Background: an optimization exercise with open tools, aiming at a short achievable clock period and few clock cycles per item. Do not read the settings as production practice.
In this exercise RTL edits were held to simulation tests only and were not proved equivalent to the original.
No activity file was given, so power comes from the tool's default toggle rates.

`flow/design.v`:
```
package alu_pkg;
    localparam logic [2:0] ALU_AND = 3'b000;
    localparam logic [2:0] ALU_OR  = 3'b001;
    localparam logic [2:0] ALU_ADD = 3'b010;
    localparam logic [2:0] ALU_SUB = 3'b110;
    localparam logic [2:0] ALU_MUL = 3'b111;
    function automatic logic is_zero32(input logic [31:0] value);
        is_zero32 = (value == 32'd0);
    endfunction
endpackage
module alu_arbiter_alu
(
    input  logic        clk_i,
    input  logic [31:0] req0_data1_i,
    input  logic [31:0] req0_data2_i,
    input  logic [2:0]  req0_ctrl_i,
    input  logic [31:0] req1_data1_i,
    input  logic [31:0] req1_data2_i,
    input  logic [2:0]  req1_ctrl_i,
    output logic [63:0] fast_data_o,     
    output logic [1:0]  fast_zero_o,
    output logic [63:0] slow_data_o,
    output logic [1:0]  slow_zero_o
);
    function automatic logic [31:0] csa_s(input logic [31:0] x, input logic [31:0] y,
                                          input logic [31:0] z);
        csa_s = x ^ y ^ z;
    endfunction
    function automatic logic [31:0] csa_c(input logic [31:0] x, input logic [31:0] y,
                                          input logic [31:0] z);
        csa_c = ((x & y) | (x & z) | (y & z)) << 1;
    endfunction
    logic [31:0] a_in [2];
    logic [31:0] b_in [2];
    logic [2:0]  c_in [2];
    assign a_in[0] = req0_data1_i;
    assign b_in[0] = req0_data2_i;
    assign c_in[0] = req0_ctrl_i;
    assign a_in[1] = req1_data1_i;
    assign b_in[1] = req1_data2_i;
    assign c_in[1] = req1_ctrl_i;
    for (genvar r = 0; r < 2; r++) begin : g_req
        logic [31:0] pp [32];
        logic [31:0] l1 [22];
        logic [31:0] l2 [15];
        logic [31:0] x_d, y_d;
        logic        cin_d;
        always_comb begin
            for (int i = 0; i < 32; i++)
                pp[i] = (a_in[r] << i) & {32{b_in[r][i]}};
            for (int k = 0; k < 10; k++) begin
                l1[2*k]   = csa_s(pp[3*k], pp[3*k+1], pp[3*k+2]);
                l1[2*k+1] = csa_c(pp[3*k], pp[3*k+1], pp[3*k+2]);
            end
            l1[20] = pp[30];
            l1[21] = pp[31];
            for (int k = 0; k < 7; k++) begin
                l2[2*k]   = csa_s(l1[3*k], l1[3*k+1], l1[3*k+2]);
                l2[2*k+1] = csa_c(l1[3*k], l1[3*k+1], l1[3*k+2]);
            end
            l2[14] = l1[21];
            cin_d = 1'b0;
            case (c_in[r])
                alu_pkg::ALU_AND: begin x_d = a_in[r] & b_in[r]; y_d = 32'd0; end
                alu_pkg::ALU_OR:  begin x_d = a_in[r] | b_in[r]; y_d = 32'd0; end
                alu_pkg::ALU_ADD: begin x_d = a_in[r];           y_d = b_in[r]; end
                alu_pkg::ALU_SUB: begin x_d = a_in[r];           y_d = ~b_in[r]; cin_d = 1'b1; end
                default:          begin x_d = 32'd0;             y_d = 32'd0; end
            endcase
        end
        logic [31:0] sa_row [15];
        logic [31:0] sa_x, sa_y;
        logic        sa_cin;
        always_ff @(posedge clk_i) begin
            for (int i = 0; i < 15; i++) sa_row[i] <= l2[i];
            sa_x   <= x_d;
            sa_y   <= y_d;
            sa_cin <= cin_d;
        end
        logic [32:0] fsum;
        assign fsum           = {sa_x, sa_cin} + {sa_y, sa_cin};
        assign fast_data_o[r*32 +: 32] = fsum[32:1];
        assign fast_zero_o[r] = alu_pkg::is_zero32((sa_x ^ sa_y) ^ {sa_x[30:0] | sa_y[30:0], sa_cin});
        logic [31:0] l3 [10];
        logic [31:0] l4 [7];
        logic [31:0] l5 [5];
        logic [31:0] l6 [4];
        always_comb begin
            for (int k = 0; k < 5; k++) begin
                l3[2*k]   = csa_s(sa_row[3*k], sa_row[3*k+1], sa_row[3*k+2]);
                l3[2*k+1] = csa_c(sa_row[3*k], sa_row[3*k+1], sa_row[3*k+2]);
            end
            for (int k = 0; k < 3; k++) begin
                l4[2*k]   = csa_s(l3[3*k], l3[3*k+1], l3[3*k+2]);
                l4[2*k+1] = csa_c(l3[3*k], l3[3*k+1], l3[3*k+2]);
            end
            l4[6] = l3[9];
            for (int k = 0; k < 2; k++) begin
                l5[2*k]   = csa_s(l4[3*k], l4[3*k+1], l4[3*k+2]);
                l5[2*k+1] = csa_c(l4[3*k], l4[3*k+1], l4[3*k+2]);
            end
            l5[4] = l4[6];
            l6[0] = csa_s(l5[0], l5[1], l5[2]);
            l6[1] = csa_c(l5[0], l5[1], l5[2]);
            l6[2] = l5[3];
            l6[3] = l5[4];
        end
        logic [31:0] sb_row [4];
        always_ff @(posedge clk_i) begin
            for (int i = 0; i < 4; i++) sb_row[i] <= l6[i];
        end
        logic [31:0] l7 [3];
        logic [31:0] x_s, y_s;
        logic [31:0] ssum;
        always_comb begin
            l7[0] = csa_s(sb_row[0], sb_row[1], sb_row[2]);
            l7[1] = csa_c(sb_row[0], sb_row[1], sb_row[2]);
            l7[2] = sb_row[3];
            x_s   = csa_s(l7[0], l7[1], l7[2]);
            y_s   = csa_c(l7[0], l7[1], l7[2]);
        end
        assign ssum           = x_s + y_s;
        assign slow_data_o[r*32 +: 32] = ssum;
        assign slow_zero_o[r] = alu_pkg::is_zero32((x_s ^ y_s) ^ {x_s[30:0] | y_s[30:0], 1'b0});
    end
endmodule
module alu_arbiter
#(
    parameter int MUL_LAT = 4
) (
    input  logic        clk_i,
    input  logic        rst_i,
    input  logic        req0_valid_i,
    output logic        req0_ready_o,
    input  logic [31:0] req0_data1_i,
    input  logic [31:0] req0_data2_i,
    input  logic [2:0]  req0_ctrl_i,
    input  logic        req1_valid_i,
    output logic        req1_ready_o,
    input  logic [31:0] req1_data1_i,
    input  logic [31:0] req1_data2_i,
    input  logic [2:0]  req1_ctrl_i,
    output logic        resp_valid_o,
    input  logic        resp_ready_i,
    output logic        resp_id_o,
    output logic [31:0] resp_data_o,
    output logic        resp_zero_o
);
    localparam int DEPTH = 8;    
    logic        last_grant_q;    
    logic        can_q;           
    logic [3:0]  out_cnt_q;       
    logic        gnt0_s, gnt1_s, acc_s, hand_s;
    assign req0_ready_o = can_q & (last_grant_q | ~req1_valid_i);
    assign req1_ready_o = can_q & (~last_grant_q | ~req0_valid_i);
    assign gnt0_s = req0_valid_i & req0_ready_o;
    assign gnt1_s = req1_valid_i & req1_ready_o;
    assign acc_s  = gnt0_s | gnt1_s;
    logic [3:0] out_cnt_d;
    always_comb begin
        out_cnt_d = out_cnt_q + {3'd0, acc_s} - {3'd0, hand_s};
    end
    always_ff @(posedge clk_i or posedge rst_i) begin
        if (rst_i) begin
            last_grant_q <= 1'b1;
            out_cnt_q    <= 4'd0;
            can_q        <= 1'b1;
        end else begin
            if (acc_s) last_grant_q <= gnt1_s;
            out_cnt_q <= out_cnt_d;
            can_q     <= (out_cnt_d < 4'(DEPTH));
        end
    end
    logic [63:0] fast_data_s, slow_data_s;
    logic [1:0]  fast_zero_s, slow_zero_s;
    alu_arbiter_alu u_alu (
        .clk_i        (clk_i),
        .req0_data1_i (req0_data1_i),
        .req0_data2_i (req0_data2_i),
        .req0_ctrl_i  (req0_ctrl_i),
        .req1_data1_i (req1_data1_i),
        .req1_data2_i (req1_data2_i),
        .req1_ctrl_i  (req1_ctrl_i),
        .fast_data_o  (fast_data_s),
        .fast_zero_o  (fast_zero_s),
        .slow_data_o  (slow_data_s),
        .slow_zero_o  (slow_zero_s)
    );
    logic [1:0]  gnt_s, mul_s;
    logic [1:0]  pres_q;                  
    logic [2:0]  wr_slot_q;               
    logic [1:0]  fw_v_q, s1_v_q, s2_v_q;  
    logic [2:0]  fw_slot_q [2];
    logic [2:0]  s1_slot_q [2];
    logic [2:0]  s2_slot_q [2];
    assign gnt_s = {gnt1_s, gnt0_s};
    assign mul_s = {req1_ctrl_i == alu_pkg::ALU_MUL, req0_ctrl_i == alu_pkg::ALU_MUL};
    always_ff @(posedge clk_i or posedge rst_i) begin
        if (rst_i) begin
            pres_q    <= 2'b00;
            wr_slot_q <= 3'd0;
            fw_v_q    <= 2'b00;
            s1_v_q    <= 2'b00;
            s2_v_q    <= 2'b00;
        end else begin
            pres_q <= {req1_valid_i, req0_valid_i} & ~gnt_s;
            if (acc_s) wr_slot_q <= wr_slot_q + 3'd1;
            fw_v_q <= gnt_s & ~mul_s;
            s2_v_q <= gnt_s & mul_s & ~pres_q;
            s1_v_q <= (gnt_s & mul_s & pres_q) | s2_v_q;
        end
    end
    always_ff @(posedge clk_i) begin
        for (int r = 0; r < 2; r++) begin
            fw_slot_q[r] <= wr_slot_q;
            s2_slot_q[r] <= wr_slot_q;
            s1_slot_q[r] <= (gnt_s[r] & mul_s[r] & pres_q[r]) ? wr_slot_q : s2_slot_q[r];
        end
    end
    logic [3:0]  w_v;
    logic [2:0]  w_slot [4];
    logic [33:0] w_word [4];
    assign w_v       = {s1_v_q, fw_v_q};
    assign w_slot[0] = fw_slot_q[0];
    assign w_slot[1] = fw_slot_q[1];
    assign w_slot[2] = s1_slot_q[0];
    assign w_slot[3] = s1_slot_q[1];
    assign w_word[0] = {1'b0, fast_zero_s[0], fast_data_s[31:0]};
    assign w_word[1] = {1'b1, fast_zero_s[1], fast_data_s[63:32]};
    assign w_word[2] = {1'b0, slow_zero_s[0], slow_data_s[31:0]};
    assign w_word[3] = {1'b1, slow_zero_s[1], slow_data_s[63:32]};
    logic        resp_valid_q;
    logic        resp_id_q;
    logic [31:0] resp_data_q;
    logic        resp_zero_q;
    logic [33:0]      rob_q [DEPTH];
    logic [DEPTH-1:0] done_q, done_d;
    logic [2:0]       rd_q;               
    logic             out_free_s, head_done_s, any_hit_s, take_s;
    logic [3:0]       hit_s;
    logic [33:0]      head_word_s, byp_word_s;
    assign hand_s      = resp_valid_q & resp_ready_i;
    assign out_free_s  = ~resp_valid_q | resp_ready_i;
    assign head_done_s = done_q[rd_q];
    assign head_word_s = rob_q[rd_q];
    always_comb begin
        for (int w = 0; w < 4; w++) hit_s[w] = w_v[w] & (w_slot[w] == rd_q);
    end
    assign any_hit_s = |hit_s;
    assign take_s    = out_free_s & (head_done_s | any_hit_s);
    always_comb begin
        if (hit_s[2])      byp_word_s = w_word[2];
        else if (hit_s[3]) byp_word_s = w_word[3];
        else if (hit_s[0]) byp_word_s = w_word[0];
        else               byp_word_s = w_word[1];
    end
    always_comb begin
        done_d = done_q;
        if (out_free_s & head_done_s) done_d[rd_q] = 1'b0;
        for (int w = 0; w < 4; w++)
            if (w_v[w] & ~(out_free_s & ~head_done_s & hit_s[w])) done_d[w_slot[w]] = 1'b1;
    end
    always_ff @(posedge clk_i) begin
        for (int w = 0; w < 4; w++)
            if (w_v[w]) rob_q[w_slot[w]] <= w_word[w];
        if (out_free_s) begin
            if (head_done_s) begin
                resp_id_q   <= head_word_s[33];
                resp_zero_q <= head_word_s[32];
                resp_data_q <= head_word_s[31:0];
            end else if (any_hit_s) begin
                resp_id_q   <= byp_word_s[33];
                resp_zero_q <= byp_word_s[32];
                resp_data_q <= byp_word_s[31:0];
            end
        end
    end
    always_ff @(posedge clk_i or posedge rst_i) begin
        if (rst_i) begin
            resp_valid_q <= 1'b0;
            rd_q         <= 3'd0;
            done_q       <= '0;
        end else begin
            if (out_free_s) resp_valid_q <= head_done_s | any_hit_s;
            if (take_s) rd_q <= rd_q + 3'd1;
            done_q <= done_d;
        end
    end
    assign resp_valid_o = resp_valid_q;
    assign resp_id_o    = resp_id_q;
    assign resp_data_o  = resp_data_q;
    assign resp_zero_o  = resp_zero_q;
endmodule
```
`flow/constraint.sdc`:
```
create_clock -name core_clock -period 9.0 [get_ports {clk_i}]
set_input_delay 1.8000 -clock core_clock [delete_from_list [all_inputs] [get_ports {clk_i}]]
set_output_delay 1.8000 -clock core_clock [all_outputs]
set_load 0.01 [all_outputs]
```
`flow/run.sh`:
```
#!/bin/bash
# synth_recipe.tcl (not shown) runs the flow's synth.tcl, then flattens the netlist and writes it again
# the make line also repeats each setting of config.mk as NAME=value (left out here)
make -C /OpenROAD-flow-scripts/flow DESIGN_CONFIG=/design/flow/config.mk WORK_HOME=/design/flow/orfs CLKGATE_MAP_FILE= SYNTH_SCRIPT=/design/flow/synth_recipe.tcl finish
```
`flow/config.mk`:
```
export PLATFORM = sky130hd
export DESIGN_NAME = alu_arbiter
export DESIGN_NICKNAME = alu_arbiter
export VERILOG_FILES = /design/flow/design.v
export SDC_FILE = /design/flow/constraint.sdc
export NUM_CORES = 4
export LEC_CHECK = 0
export ABC_AREA = 0
export ABC_CLOCK_PERIOD_IN_PS = 3500
export CAP_MARGIN = 20
export CORE_MARGIN = 2
export CORE_UTILIZATION = 40
export SETUP_SLACK_MARGIN = 5
export SLEW_MARGIN = 20
```
==> load_flow_metrics.sql, run 1 <==
INSERT INTO impl_metrics (metric_group, metric, value, unit) VALUES
('status', 'outcome', 'complete, no violations', ''),
('min_path', 'whs_path_depth', '0', ''),
('pwr', 'p_leak', '36.3', 'nW'),
('die', 'design.die.area', '191000', 'um2'),
('worst_setup_path', 'critPathLaunch', 'u_alu.g_req[0].sb_row[2][24]', ''),
('clocking', 'holdBufCountCts', '0', ''),
('clocking', 'tritoncts', 'yes', ''),
('die', 'start_util', '40.3', '%'),
('die', 'rows', '158', ''),
('timing', 'rsz0062_at_grt', 'yes', ''),
('min_path', 'min-delay-path-class', 'reg2reg', ''),
('timing', 'worst_clock_skew', '0.120', 'ns'),
('detailed_routing', 'dr_total_vias', '53500', ''),
('timing', 'report.final.slew_viol_count', '0', ''),
('worst_setup_path', 'critPathLaunchType', 'flop', ''),
('synthesis', 'synth_enable_flop_cells', '298', ''),
('global_routing', 'grt_pass1_wl', '364000', 'um'),
('timing', 'finalSetupViolations', '0', ''),
('synthesis', 'post_synth_instance_area', '74900', 'um2'),
('final_layout', 'area_growth', '11.7', '%'),
('global_routing', 'via_count_of_the_first_global_routing_pass', '55700', ''),
('flow_run', 'max_cap_viol_count', '0', ''),
('detailed_routing', 'vias_per_cell', '5.46', ''),
('worst_setup_path', 'crit_path_cell_trace', 'fa_1 -> ha_1 -> ha_1 -> a21o_1 -> a211oi_1 -> o211ai_1 -> a211oi_2 -> nor2_1 -> a21o_1 -> a21oi_2 -> xnor2_4 -> a21oi_1 -> o311ai_1', ''),
('final_layout', 'fin_nets', '8602', ''),
('timing', 'fin_worst_hold_slack', '0.325', 'ns'),
('synthesis', 'synth_cell_type_count', '94', ''),
('worst_setup_path', 'crit_required', '9.46', 'ns'),
('detailed_routing', 'number_of_remaining_drc_errors', '0', ''),
('synthesis', 'syn-mean-instance-area', '10.4', 'um2'),
('clocking', 'cts_made_buffers', '121', ''),
('synthesis', 'synth_flop_cell', 'sky130_fd_sc_hd__dfxtp_1', ''),
('global_routing', 'antenna_violations_before_repair', '20', ''),
('worst_setup_path', 'cpMaxStageDelayCell', 'sky130_fd_sc_hd__fa_1', ''),
('detailed_routing', 'route.final.wire_length', '245000', 'um'),
('synthesis', 'syn_warnings', '30', ''),
('synthesis', 'share_of_async_settable_or_async_resettable_flops_after_synthesis', '2.67', '%'),
('timing', 'period_minus_slack', '4.02', 'ns'),
('clocking', 'tritoncts_num_sinks', '1088', ''),
('worst_setup_path', 'worstSetupPathType', 'reg2reg', ''),
('min_path', 'worstHoldEndpoint', 'u_alu.g_req[0].sb_row[0][1]', ''),
('global_routing', 'leftover_overflow_at_the_end_of_global_routing', '0', ''),
('synthesis', 'synth_fp_nets', '8631', ''),
('placed_design', 'place_ws', '4.05', 'ns'),
('detailed_routing', 'routedWlPerCell', '25.0', 'um'),
('timing', 'final.setup.tns', '0', 'ns'),
('clocking', 'h_tree_level_count', '3', ''),
('global_routing', 'grt_max_degree', '64', ''),
('die', 'coreArea', '186000', 'um2'),
('placed_design', 'detailed_place_hpwl', '168000', 'um'),
('timing', 'finalCritPeriodShare', '44.6', '%'),
('pwr', 'pwr_density_cell', '359', 'nW/um2'),
('clocking', 'clock_insertion_delay_worst_skew', '0.83', 'ns'),
('synthesis', 'synth_seq_cells', '1088', ''),
('worst_setup_path', 'r2r_start', 'u_alu.g_req[0].sb_row[2][24]', ''),
('pwr', 'vdd.ir_drop.worst', '321', 'uV'),
('timing', 'timing_hold_violations_final', '0', ''),
('die', 'die_width', '437', 'um'),
('global_routing', 'grt.total_usage', '25.5', '%'),
('clocking', 'clock_transition_at_the_registers_of_the_reported_paths', '0.06', 'ns'),
('min_path', 'hold_start', 'u_alu.g_req[0].sa_row[0][1]', ''),
('synthesis', 'syn_inst', '7239', ''),
('timing', 'layout_setup_ws', '4.98', 'ns'),
('worst_setup_path', 'worstPathArrival', '4.48', 'ns'),
('timing', 'fmaxAchievable', '0.249', 'GHz'),
('final_layout', 'drive_above_1_share', '7.90', '%'),
('timing', 'worstMarginPinSlew', '1.24', 'ns'),
('final_layout', 'mostFrequentLayoutCell', 'sky130_fd_sc_hd__fa_1', ''),
('synthesis', 'ys_seq_area_share', '33.2', '%'),
('final_layout', 'fin_util', '45.1', '%'),
('worst_setup_path', 'reg2reg_depth', '13', '');
metal layers:
| layer | share of wire, % | track usage, % |
|---|---|---|
| met1 | 40 | 32.6 |
| met2 | 46 | 41.6 |
| met3 | 8.2 | 4.79 |
| met4 | 5.5 | 12.3 |
| met5 | 0.029 | 0 |
synth_stat cells, types with 39 or more instances:
cell	n	area, um2
sky130_fd_sc_hd__mux2i_1	88	881
sky130_fd_sc_hd__a21o_1	64	480
sky130_fd_sc_hd__xnor2_1	299	2620
sky130_fd_sc_hd__xor2_1	104	911
sky130_fd_sc_hd__a211oi_1	39	293
sky130_fd_sc_hd__a21oi_1	316	1580
sky130_fd_sc_hd__maj3_1	64	641
sky130_fd_sc_hd__o22ai_1	49	307
sky130_fd_sc_hd__clkbuf_1	414	1550
sky130_fd_sc_hd__ha_1	422	5280
sky130_fd_sc_hd__o21ai_0	229	1150
sky130_fd_sc_hd__dfxtp_1	761	15200
sky130_fd_sc_hd__nor2_1	320	1200
sky130_fd_sc_hd__a22o_1	66	578
sky130_fd_sc_hd__nand3_1	62	310
sky130_fd_sc_hd__fa_1	831	16600
sky130_fd_sc_hd__nand2_1	671	2520
sky130_fd_sc_hd__edfxtp_1	298	8950
sky130_fd_sc_hd__inv_1	782	2940
sky130_fd_sc_hd__o211ai_1	46	345
sky130_fd_sc_hd__and2_1	706	4420
sky130_fd_sc_hd__mux4_2	70	1580
repair_timing:
action / in CTS / in global routing
pin swaps: 11 / 12
endpoints found under the hold margin: 0 / 0
resized for setup: 46 / 53
endpoints found under the setup margin: 79 / 111
gates cloned: 0 / 1
setup buffers: 15 / 12
where the power goes:
| part | switching (mW) | total (mW) | internal (mW) |
|---|---|---|---|
| Clock | 2.20 | 5.14 | 2.94 |
| Combinational | 11.0 | 17.6 | 6.55 |
| Sequential | 0.790 | 7.34 | 6.55 |
layout make-up:
class / count / area (um2)
antenna: 9 / 22.5
clock inverter: 48 / 568
multi-input combinational: 4905 / 46000
clock buffer: 177 / 3520
inverter: 782 / 2940
sequential: 1088 / 24900
tap: 2480 / 3100
timing repair buffer: 312 / 2680
fill: 17400 / 102000
worst max-delay path: cells and delay by family, from the launching register on:
family	cells	cell delay, ns
AO/OA/AOI/OAI	8	1.69
AND/OR/NAND/NOR	1	0.12
adder cells (fa/ha/maj)	3	1.31
flip-flops	1	0.32
XOR/XNOR	1	0.24
registers in the layout, summed over array words and instances (netlist names), 3 cells and up:
| name | count |
|---|---|
| done_q | 8 |
| out_cnt_q | 4 |
| rd_q | 3 |
| resp_data_q | 32 |
| rob_q | 272 |
| s1_slot_q | 6 |
| s2_slot_q | 3 |
| u_alu.g_req.sa_row | 478 |
| u_alu.g_req.sa_x | 64 |
| u_alu.g_req.sa_y | 64 |
| u_alu.g_req.sb_row | 136 |
| wr_slot_q | 3 |
kinds of logic after synthesis:
kind of cell | share of synthesized area, %
AO/OA/AOI/OAI | 9.22
flip-flops | 33.2
AND/OR/NAND/NOR | 12.7
multiplexers | 3.58
buffers and inverters | 6.28
adder cells (fa/ha/maj) | 30.1
XOR/XNOR | 4.84
how the worst max path moves through the flow:
stage,end,slack [ns],cells after the start
detailed placement,req1_ready_o,4.05,3
floorplan,rd_q[2],5.03,4
global route,resp_data_q[29],4.84,13
CTS,req1_ready_o,4.81,3
global placement,req0_ready_o,4.09,3
finish,resp_data_q[29],4.98,13
per-stage QoR:
stage / power [mW] / std cells / cell area, um2
detailed placement: 23.7 / 9539 / 78900
global route: 31.9 / 9801 / 83700
global placement: 23.4 / 9538 / 78800
finish: 30.0 / 9801 / 83700
CTS: 29.3 / 9779 / 83300
floorplan: 17.1 / 7239 / 74900
==> inputs of run 2 (changes only) <==
--- a/flow/design.v
+++ b/flow/design.v
@@ -87,2 +87,3 @@
         logic [31:0] l6 [4];
+        logic [31:0] l7 [3];
         always_comb begin
@@ -106,8 +107,10 @@
             l6[3] = l5[4];
-        end
-        logic [31:0] sb_row [4];
+            l7[0] = csa_s(l6[0], l6[1], l6[2]);
+            l7[1] = csa_c(l6[0], l6[1], l6[2]);
+            l7[2] = l6[3];
+        end
+        logic [31:0] sb_row [3];
         always_ff @(posedge clk_i) begin
-            for (int i = 0; i < 4; i++) sb_row[i] <= l6[i];
-        end
-        logic [31:0] l7 [3];
+            for (int i = 0; i < 3; i++) sb_row[i] <= l7[i];
+        end
         logic [31:0] x_s, y_s;
@@ -115,7 +118,4 @@
         always_comb begin
-            l7[0] = csa_s(sb_row[0], sb_row[1], sb_row[2]);
-            l7[1] = csa_c(sb_row[0], sb_row[1], sb_row[2]);
-            l7[2] = sb_row[3];
-            x_s   = csa_s(l7[0], l7[1], l7[2]);
-            y_s   = csa_c(l7[0], l7[1], l7[2]);
+            x_s = csa_s(sb_row[0], sb_row[1], sb_row[2]);
+            y_s = csa_c(sb_row[0], sb_row[1], sb_row[2]);
         end
@@ -151,2 +151,4 @@
     logic        can_q;           
+    logic        last_acc_q;      
+    logic        can_acc_q;       
     logic [3:0]  out_cnt_q;       
@@ -155,4 +157,4 @@
     assign req1_ready_o = can_q & (~last_grant_q | ~req0_valid_i);
-    assign gnt0_s = req0_valid_i & req0_ready_o;
-    assign gnt1_s = req1_valid_i & req1_ready_o;
+    assign gnt0_s = req0_valid_i & can_acc_q & (last_acc_q | ~req1_valid_i);
+    assign gnt1_s = req1_valid_i & can_acc_q & (~last_acc_q | ~req0_valid_i);
     assign acc_s  = gnt0_s | gnt1_s;
@@ -165,8 +167,12 @@
             last_grant_q <= 1'b1;
+            last_acc_q   <= 1'b1;
             out_cnt_q    <= 4'd0;
             can_q        <= 1'b1;
+            can_acc_q    <= 1'b1;
         end else begin
             if (acc_s) last_grant_q <= gnt1_s;
-            out_cnt_q <= out_cnt_d;
-            can_q     <= (out_cnt_d < 4'(DEPTH));
+            last_acc_q <= gnt1_s | (~gnt0_s & last_acc_q);
+            out_cnt_q  <= out_cnt_d;
+            can_q      <= (out_cnt_d < 4'(DEPTH));
+            can_acc_q  <= ~out_cnt_d[3];
         end
==> flow/flow/run.sh (new file) <==
#!/bin/bash
set -euo pipefail
sed -e 's/SETUP_SLACK_MARGIN=[0-9.]*/SETUP_SLACK_MARGIN=5.4/' standard.sh > my_standard.sh
bash my_standard.sh > standard.log 2>&1
==> flow/standard.sh (new file) <==
#!/bin/bash
# synth_recipe.tcl (not shown) runs the flow's synth.tcl, then flattens the netlist and writes it again
# the make line also repeats each setting of config.mk as NAME=value (left out here)
make -C /OpenROAD-flow-scripts/flow DESIGN_CONFIG=/design/flow/config.mk WORK_HOME=/design/flow/orfs CLKGATE_MAP_FILE= SYNTH_SCRIPT=/design/flow/synth_recipe.tcl "${@:-finish}"
removed: flow/run.sh
==> run 2 against run 1 <==
Effect of this change: still clean on timing, DRC and antenna; routed wire length is 1.7% lower; register-to-register slack better by 0.38 ns; cell count is 1.4% higher; first-iteration DRC count is 0.70% higher; sequential cell count is 21 lower; via count is 1.3% higher.
==> load_flow_metrics.sql, run 2 <==
INSERT INTO impl_metrics (metric_group, metric, value, unit) VALUES
('synthesis', 'syn-mean-instance-area', '10.2', 'um2'),
('global_routing', 'grt_max_degree', '49', ''),
('synthesis', 'synth_cell_type_count', '99', ''),
('worst_setup_path', 'crit_path_cell_trace', 'buf_8 -> inv_8 -> o21a_1 -> buf_2', ''),
('final_layout', 'fillCellCount', '17300', ''),
('synthesis', 'syn_warnings', '30', ''),
('global_routing', 'via_count_of_the_first_global_routing_pass', '56200', ''),
('placed_design', 'buffer_ports.inserted', '175', ''),
('worst_setup_path', 'worst_path_largest_cell_delay', '0.15', 'ns'),
('timing', 'worstMarginPinSlew', '1.15', 'ns'),
('worst_setup_path', 'worstSetupPathType', 'in2out', ''),
('detailed_routing', 'detail-route-antenna-nets', '0', ''),
('final_layout', 'mostFrequentLayoutCell', 'sky130_fd_sc_hd__inv_1', ''),
('global_routing', 'grt_pass1_wl', '361000', 'um'),
('final_layout', 'register_ranked_first_by_flip_flop_count', 'u_alu.g_req.sa_row', ''),
('worst_setup_path', 'critical_path_depth', '4', ''),
('timing', 'report.final.slew_viol_count', '0', ''),
('timing', 'timing_hold_violations_final', '0', ''),
('detailed_routing', 'number_of_remaining_drc_errors', '0', ''),
('detailed_routing', 'routedWlPerCell', '24.2', 'um'),
('synthesis', 'synth_flop_cell', 'sky130_fd_sc_hd__dfxtp_1', ''),
('synthesis', 'synth_top_cell_by_area', 'sky130_fd_sc_hd__fa_1', ''),
('worst_setup_path', 'reg2reg_depth', '13', ''),
('clocking', 'cts_root_buffer', 'sky130_fd_sc_hd__clkbuf_16', ''),
('clocking', 'clock_insertion_delay_worst_skew', '0.81', 'ns'),
('final_layout', 'area_growth', '12.2', '%'),
('worst_setup_path', 'timing.critical_path.fanout_max', '2', ''),
('global_routing', 'antenna_violations_before_repair', '14', ''),
('worst_setup_path', 'cp.buffers_inverters', '3', ''),
('worst_setup_path', 'cpMaxStageDelayCell', 'sky130_fd_sc_hd__o21a_1', ''),
('die', 'design.die.area', '191000', 'um2'),
('final_layout', 'largest_register_ff_count', '478', ''),
('detailed_routing', 'drt_pass1_iterations', '6', ''),
('pwr', 'pwr_density_cell', '350', 'nW/um2'),
('timing', 'slew_headroom', '20.9', '%'),
('synthesis', 'synth_seq_cells', '1067', ''),
('die', 'coreArea', '186000', 'um2'),
('detailed_routing', 'vias_per_cell', '5.45', ''),
('clocking', 'tritoncts', 'yes', ''),
('detailed_routing', 'dr_total_vias', '54200', ''),
('synthesis', 'post_synth_instance_area', '75000', 'um2'),
('synthesis', 'synth_enable_flop_cells', '298', ''),
('pwr', 'vdd.ir_drop.worst', '391', 'uV'),
('worst_setup_path', 'cp-end-kind', 'primary output', ''),
('pwr', 'total_power', '29.4', 'mW'),
('timing', 'final.setup.tns', '0', 'ns'),
('worst_setup_path', 'crit_required', '7.20', 'ns'),
('die', 'dieHeight', '437', 'um'),
('placed_design', 'detailed_place_hpwl', '167000', 'um'),
('clocking', 'h_tree_level_count', '3', ''),
('clocking', 'cts_made_buffers', '121', ''),
('status', 'outcome', 'complete, no violations', ''),
('timing', 'worst_clock_skew', '0.0626', 'ns'),
('die', 'die_width', '437', 'um'),
('detailed_routing', 'drt_iter0_drc', '5318', ''),
('flow_run', 'max_cap_viol_count', '0', ''),
('detailed_routing', 'route.final.wire_length', '241000', 'um'),
('timing', 'period_minus_slack', '4.00', 'ns'),
('min_path', 'min-delay-path-class', 'reg2reg', ''),
('timing', 'fmaxAchievable', '0.250', 'GHz'),
('pwr', 'p_leak', '36.5', 'nW'),
('die', 'rows', '158', ''),
('clocking', 'tritoncts_num_sinks', '1067', ''),
('synthesis', 'yosys.cell_count.top_type', 'sky130_fd_sc_hd__inv_1', ''),
('final_layout', 'multiInputGateArea', '46300', 'um2'),
('die', 'start_util', '40.3', '%'),
('timing', 'fin_worst_hold_slack', '0.322', 'ns'),
('min_path', 'whs_path_depth', '0', ''),
('synthesis', 'syn_inst', '7362', ''),
('worst_setup_path', 'dominant_delay_contributor_by_cell_family_on_the_critical_path', 'buffers and inverters', ''),
('final_layout', 'seqCellArea', '24500', 'um2'),
('synthesis', 'netlist_top_cells_area', 'sky130_fd_sc_hd__fa_1 (22%), sky130_fd_sc_hd__dfxtp_1 (20%), sky130_fd_sc_hd__edfxtp_1 (12%), sky130_fd_sc_hd__ha_1 (7.0%), sky130_fd_sc_hd__and2_1 (5.9%)', ''),
('synthesis', 'synth_fp_nets', '8753', ''),
('global_routing', 'leftover_overflow_at_the_end_of_global_routing', '0', ''),
('timing', 'finalSetupViolations', '0', ''),
('worst_setup_path', 'critPathLaunchType', 'input port', ''),
('final_layout', 'fin_nets', '8739', ''),
('worst_setup_path', 'worstPathArrival', '2.20', 'ns'),
('placed_design', 'globalplace.congestion', '0.932', ''),
('synthesis', 'ys_seq_area_share', '32.7', '%'),
('final_layout', 'most_frequent_cells_in_the_layout', 'sky130_fd_sc_hd__inv_1 (834), sky130_fd_sc_hd__fa_1 (829), sky130_fd_sc_hd__dfxtp_1 (737)', ''),
('global_routing', 'grt.total_usage', '25.2', '%'),
('synthesis', 'share_of_async_settable_or_async_resettable_flops_after_synthesis', '2.81', '%'),
('timing', 'finalCritPeriodShare', '44.4', '%'),
('final_layout', 'drive_above_1_share', '8.77', '%'),
('die', 'pin_count', '176', ''),
('clocking', 'clock_transition_at_the_registers_of_the_reported_paths', '0.06', 'ns'),
('synthesis', 'ys_top_cells_by_count', 'sky130_fd_sc_hd__inv_1 (836), sky130_fd_sc_hd__fa_1 (831), sky130_fd_sc_hd__dfxtp_1 (739), sky130_fd_sc_hd__and2_1 (703), sky130_fd_sc_hd__nand2_1 (703)', ''),
('clocking', 'max-clock-path-buffers', '3', ''),
('timing', 'rsz0062_at_grt', 'yes', ''),
('synthesis', 'synth_top_area_share', '22.2', '%');
## run 2: cell types whose count changed after synthesis, sizes merged, moves of 18 or more
cell | before | now
clkbuf | 416 | 393
o211ai | 46 | 19
inv | 782 | 837
buf | 49 | 73
nor3 | 25 | 72
dfxtp | 761 | 739
a221oi | 12 | 42
xnor2 | 302 | 256
nor2 | 321 | 385
nand2 | 671 | 703
a21oi | 320 | 340
a22oi | 24 | 6
xor2 | 107 | 150
## run 2: where the power goes
part	internal (mW)	switching (mW)
clock	2.86	2.19
sequential	6.49	0.692
combinational	6.81	10.3
## run 2: through the flow
step                utilization (%)  area [um2]  setup slack (ns)  std cells
detailed placement             42.5       79000              4.08       9674
floorplan                         -       75000              5.19       7362
global route                   45.2       84100              4.98       9934
CTS                            45.0       83600              5.00       9917
finish                         45.3       84100              5.00       9937
global placement               42.5       79000              4.08       9674
## run 2: cell type report
cell class	instances	area share [%]
Antenna cell	7	0.0208
Clock buffer	159	4.04
Clock inverter	66	0.756
Inverter	837	3.75
Multi-Input combinational cell	4993	55.1
Sequential cell	1067	29.1
Tap cell	2480	3.69
Timing Repair Buffer	328	3.49
## run 2: worst paths after layout
path	start	end	slack, ns
max in group asynchronous	rst_i	last_grant_q	7.25
setup / recovery	req1_valid_i	req0_ready_o	5.00
setup reg to reg	u_alu.g_req[1].sb_row[1][9]	resp_data_q[29]	5.36
hold reg to reg	u_alu.g_req[1].sa_row[0][2]	u_alu.g_req[1].sb_row[0][2]	0.32
min in group asynchronous	rst_i	done_q[5]	1.40
hold / removal	u_alu.g_req[1].sa_row[0][2]	u_alu.g_req[1].sb_row[0][2]	0.32
## run 2: cell families (layout without fill, tap and decap cells)
kind of cell | Yosys count | in the layout | synth area share (%)
buf+inv | 1303 | 1390 | 6.59
other cells | 0 | 7 | 0
mux | 162 | 162 | 3.45
xor+xnor | 406 | 407 | 4.76
fa+ha+maj | 1309 | 1309 | 30.0
compound gates | 1021 | 1021 | 8.71
simple gates | 2094 | 2094 | 13.8
flops | 1067 | 1067 | 32.7
## run 2: per-layer routing
layer  vias up  global-route usage, %  share of wire [%]
met5         -                      0              0.064
met3       523                   4.69                8.1
met2      2323                   41.4                 47
li1      23800                      -                  -
met1     27600                   32.5                 41
met4         8                   10.5                4.4
## run 2: what timing repair did
action / in CTS / in global routing
hold buffers: 0 / 0
gates cloned: 0 / 1
buffers inserted: 18 / 12
pin swaps: 21 / 27
gates resized for setup: 95 / 68
setup endpoints to repair: 154 / 172

## afterwards: timing with drivers on the ports
In the flow no input, the clock included, has a driving cell. The finished layouts below were timed again as built, in two steps. Step 1 sets driving cells, clkbuf_16 on the clock port and buf_2 on the other inputs (assumed; they add their load-dependent delay and slew). Step 2 adds t to the input delays and takes it off the output delays; t is the mean of the earliest and latest rising clock arrival at the registers after step 1. Input paths then give back, and output paths get back, about the clock's delay inside the block. Slacks: no drivers / after step 1 / after step 2; pairs: no drivers / after step 1.
run	t (ns)	slack for setup (ns)	worst setup path after step 2	latest minus earliest clock arrival (ns)
run 1	0.852	4.982 / 4.982 / 4.540	input to register	0.121 / 0.121
run 2	0.866	5.002 / 4.949 / 4.605	input to register	0.063 / 0.062
After both steps setup and hold are still met in every run listed. For run 1, which loses most, drivers alone change the setup slack by 0.000 ns; drivers and shift together by -0.442 ns.
